What follows belongs to an exercise in optimizing a design on an open flow for small area; a production flow would make more cautious choices. Only simulation tests tie the RTL to the original design; equivalence was not proved. No driver is modelled on the clock port, so clocking that relies on it looks cheaper here than on a real chip. Power and IR drop assume default switching activity.

// alu_issue_ctrl
module alu_issue_ctrl
#(
    parameter int DATA_WIDTH     = alu_issue_ctrl_pkg::DATA_WIDTH_DEF,
    parameter int ALU_OPRN_WIDTH = alu_issue_ctrl_pkg::ALU_OPRN_WIDTH_DEF,
    parameter int REG_ADDR_WIDTH = alu_issue_ctrl_pkg::REG_ADDR_WIDTH_DEF
) (
    input  logic                      CLK,
    input  logic                      RST,
    input  logic                      REQ_VALID,
    output logic                      REQ_READY,
    input  logic [ALU_OPRN_WIDTH-1:0] REQ_OPRN,
    input  logic [REG_ADDR_WIDTH-1:0] REQ_RS1,
    input  logic [REG_ADDR_WIDTH-1:0] REQ_RS2,
    input  logic [REG_ADDR_WIDTH-1:0] REQ_RD,
    input  logic                      REQ_IMM_SEL,
    input  logic [DATA_WIDTH-1:0]     REQ_IMM,
    output logic [DATA_WIDTH-1:0]     ALU_OP1,
    output logic [DATA_WIDTH-1:0]     ALU_OP2,
    output logic [ALU_OPRN_WIDTH-1:0] ALU_OPRN,
    input  logic [DATA_WIDTH-1:0]     ALU_RESULT,
    output logic                      RSP_VALID,
    input  logic                      RSP_READY,
    output logic [DATA_WIDTH-1:0]     RSP_DATA,
    output logic [REG_ADDR_WIDTH-1:0] RSP_RD
);
For scale: roughly 1,400 cells after synthesis, roughly 1,000 flip-flops, roughly 200 I/O pins, roughly 23,000 µm² of cells after synthesis.
clock: 5.0 ns
lec_check: 0
abc_area: 1
cap_margin: 0
core_margin: 2
core_utilization: 60
place_density: 0.75
slew_margin: 0
buffer_ports_args: -buffer_cell sky130_fd_sc_hd__buf_1
cts_args: -sink_clustering_enable -repair_clock_nets -dont_use_dummy_load -buf_list sky130_fd_sc_hd__clkbuf_4 -sink_clustering_size 10 -sink_clustering_max_diameter 40
post_cts_tcl: /design/flow/flow/post_cts.tcl
post_floorplan_tcl: /design/flow/flow/post_floorplan.tcl
standard.sh (not shown) runs the stock make flow with config.mk's settings and CLKGATE_MAP_FILE= SYNTH_SCRIPT=/design/flow/synth_recipe.tcl, a recipe that flattens the netlist after the stock synthesis.
==> flow/flow/run.sh <==
#!/bin/bash
# Standard layout (standard.sh, unchanged synthesis), with smaller port
# buffers, combinational logic re-mapped for area after floorplan, a clock
# tree built from small buffers without dummy loads, and data-path cells
# downsized after CTS where timing allows.
set -euo pipefail
cat >> config.mk <<CFG
export BUFFER_PORTS_ARGS = -buffer_cell sky130_fd_sc_hd__buf_1
export CTS_ARGS = -sink_clustering_enable -repair_clock_nets -dont_use_dummy_load -buf_list sky130_fd_sc_hd__clkbuf_4 -sink_clustering_size 10 -sink_clustering_max_diameter 40
export POST_CTS_TCL = $(pwd)/flow/post_cts.tcl
export POST_FLOORPLAN_TCL = $(pwd)/flow/post_floorplan.tcl
CFG
bash standard.sh finish > flow_make.log 2>&1
==> flow/flow/filt_lib.py <==
# Write a copy of a liberty file without the given cells (for restructure,
# which does not honour set_dont_use).
import re, sys
src, dst = sys.argv[1], sys.argv[2]
drop = set(sys.argv[3:])
text = open(src).read()
out = []
i = 0
pat = re.compile(r'^\s*cell\s*\(\s*"?([A-Za-z0-9_]+)"?\s*\)\s*\{', re.M)
pos = 0
for m in pat.finditer(text):
    if m.start() < pos:
        continue
    name = m.group(1)
    # find the matching closing brace
    depth = 0
    j = m.end() - 1
    while True:
        c = text[j]
        if c == '{':
            depth += 1
        elif c == '}':
            depth -= 1
            if depth == 0:
                break
        j += 1
    if name in drop:
        out.append(text[pos:m.start()])
        pos = j + 1
open(dst, 'w').write(''.join(out) + text[pos:])
==> flow/flow/post_cts.tcl <==
# After CTS: downsize data-path cells that have slack to spare, then
# legalise the placement again.
estimate_parasitics -placement
repair_timing -recover_power 100 -setup_margin 0.3 -verbose
detailed_placement
check_placement -verbose
==> flow/flow/post_floorplan.tcl <==
# After floorplan: re-map the combinational logic for area with ABC
# (registers are left as synthesis made them). restructure does not honour
# set_dont_use, so it reads a copy of the library without the don't-use cells.
set lib [lindex $::env(LIB_FILES) 0]
set rmp_dir $::env(OBJECTS_DIR)/rmp
file mkdir $rmp_dir
set rmp_lib $rmp_dir/restructure.lib
exec python3 [file dirname [info script]]/filt_lib.py $lib $rmp_lib {*}$::env(DONT_USE_CELLS)
report_design_area
restructure -liberty_file $rmp_lib -target area \
  -tielo_port sky130_fd_sc_hd__conb_1/LO -tiehi_port sky130_fd_sc_hd__conb_1/HI \
  -work_dir $rmp_dir -abc_logfile $::env(LOG_DIR)/2_1_restructure_abc.log
report_design_area
Rerun with:
- CAP_MARGIN: 0 -> 20
- SLEW_MARGIN: 0 -> 20
After rerunning: Critical path depth went down by 1; sequential share of layout area hardly moves; global-route usage stays the same; non-clock buffer count went up by 1; cell area barely changes; area after synthesis does not change; worst setup slack is about the same; die area does not change; power hardly moves; synthesized cell count does not change.

========
red:
Another version of the RTL of alu_issue_ctrl (not shown whole).
Size in the first run: ~1400 cells after synthesis.
## alu_issue_ctrl
module alu_issue_ctrl
#(
    parameter int DATA_WIDTH     = alu_issue_ctrl_pkg::DATA_WIDTH_DEF,
    parameter int ALU_OPRN_WIDTH = alu_issue_ctrl_pkg::ALU_OPRN_WIDTH_DEF,
    parameter int REG_ADDR_WIDTH = alu_issue_ctrl_pkg::REG_ADDR_WIDTH_DEF
) (
    input  logic                      CLK,
    input  logic                      RST,
    input  logic                      REQ_VALID,
    output logic                      REQ_READY,
    input  logic [ALU_OPRN_WIDTH-1:0] REQ_OPRN,
    input  logic [REG_ADDR_WIDTH-1:0] REQ_RS1,
    input  logic [REG_ADDR_WIDTH-1:0] REQ_RS2,
    input  logic [REG_ADDR_WIDTH-1:0] REQ_RD,
    input  logic                      REQ_IMM_SEL,
    input  logic [DATA_WIDTH-1:0]     REQ_IMM,
    output logic [DATA_WIDTH-1:0]     ALU_OP1,
    output logic [DATA_WIDTH-1:0]     ALU_OP2,
    output logic [ALU_OPRN_WIDTH-1:0] ALU_OPRN,
    input  logic [DATA_WIDTH-1:0]     ALU_RESULT,
    output logic                      RSP_VALID,
    input  logic                      RSP_READY,
    output logic [DATA_WIDTH-1:0]     RSP_DATA,
    output logic [REG_ADDR_WIDTH-1:0] RSP_RD
);
==> flow/config.mk <==
export PLATFORM = sky130hd
export DESIGN_NAME = alu_issue_ctrl
export DESIGN_NICKNAME = alu_issue_ctrl
export VERILOG_FILES = /design/flow/design.v
export SDC_FILE = /design/flow/constraint.sdc
export NUM_CORES = 4
export LEC_CHECK = 0
export ABC_AREA = 1
export CAP_MARGIN = 20
export CORE_MARGIN = 2
export CORE_UTILIZATION = 60
export PLACE_DENSITY = 0.75
export SLEW_MARGIN = 20
export BUFFER_PORTS_ARGS = -buffer_cell sky130_fd_sc_hd__buf_1
export CTS_ARGS = -sink_clustering_enable -repair_clock_nets -dont_use_dummy_load -buf_list sky130_fd_sc_hd__clkbuf_4 -sink_clustering_size 10 -sink_clustering_max_diameter 40
==> flow/constraint.sdc <==
create_clock -name core_clock -period 5.0 [get_ports {CLK}]
set_input_delay 1.0000 -clock core_clock [delete_from_list [all_inputs] [get_ports {CLK}]]
set_output_delay 1.0000 -clock core_clock [all_outputs]
set_load 0.01 [all_outputs]
==> flow/flow/run.sh <==
#!/bin/bash
# Standard layout (standard.sh, unchanged synthesis), with smaller port
# buffers and a clock tree built from small buffers without dummy loads.
set -euo pipefail
cat >> config.mk <<'CFG'
export BUFFER_PORTS_ARGS = -buffer_cell sky130_fd_sc_hd__buf_1
export CTS_ARGS = -sink_clustering_enable -repair_clock_nets -dont_use_dummy_load -buf_list sky130_fd_sc_hd__clkbuf_4 -sink_clustering_size 10 -sink_clustering_max_diameter 40
CFG
bash standard.sh finish > flow_make.log 2>&1
red: all stages complete, timing, DRC and antenna checks passed
### red -> blue
- ABC_AREA no longer set, was 1
- CTS_ARGS now -sink_clustering_enable -repair_clock_nets -dont_use_dummy_load -buf_list sky130_fd_sc_hd__clkbuf_4, was -sink_clustering_enable -repair_clock_nets -dont_use_dummy_load -buf_list sky130_fd_sc_hd__clkbuf_4 -sink_clustering_size 10 -sink_clustering_max_diameter 40
- CORE_UTILIZATION now 30, was 60
- PLACE_DENSITY now 0.45, was 0.75
-- flow/flow/run.sh --
<<< red, line 7
export CTS_ARGS = -sink_clustering_enable -repair_clock_nets -dont_use_dummy_load -buf_list sky130_fd_sc_hd__clkbuf_4 -sink_clustering_size 10 -sink_clustering_max_diameter 40
>>> blue, line 7
export CTS_ARGS = -sink_clustering_enable -repair_clock_nets -dont_use_dummy_load -buf_list sky130_fd_sc_hd__clkbuf_4
Findings:
blue has completed all stages; timing, DRC and antenna checks passed.
blue — buffers plus inverters on the worst setup path 4 lower, red as reference
Maximum clock path buffer count on blue is up relative to red.
Summary of blue over red: final cycle utilization of the critical path grew by 3.0 points; global-route wire length before repair grew by 11000 um.

==> port drivers added, routing unchanged <==
The results above use ideal ports. As a check the final layouts listed here were re-extracted and re-timed, cells and wires unchanged. Step 1: set_driving_cell puts a clkbuf_16 on CLK and a buf_2 on each other input, an assumption about the parent block. Step 2 also shifts input and output timing later by t, the mid clock arrival at the registers, as if the neighbouring blocks saw the same clock. a / b / c = no drivers / after step 1 / after step 2; a / b = the first two.
| run | t (ns) | setup WS [ns] | worst setup path after step 2 |
|---|---|---|---|
| the first run of note 1 | 0.803 | 1.444 / 1.395 / 1.422 | input to output |
| the second run of note 1 | 0.802 | 1.441 / 1.392 / 1.427 | input to output |
| red | 0.804 | 1.610 / 1.585 / 1.585 | input to output |
| blue | 1.012 | 1.458 / 1.403 / 1.514 | input to register |
After both steps setup and hold are still met in every run listed. For red, which loses most, drivers alone change the setup slack by -0.025 ns; drivers and shift together by -0.025 ns.
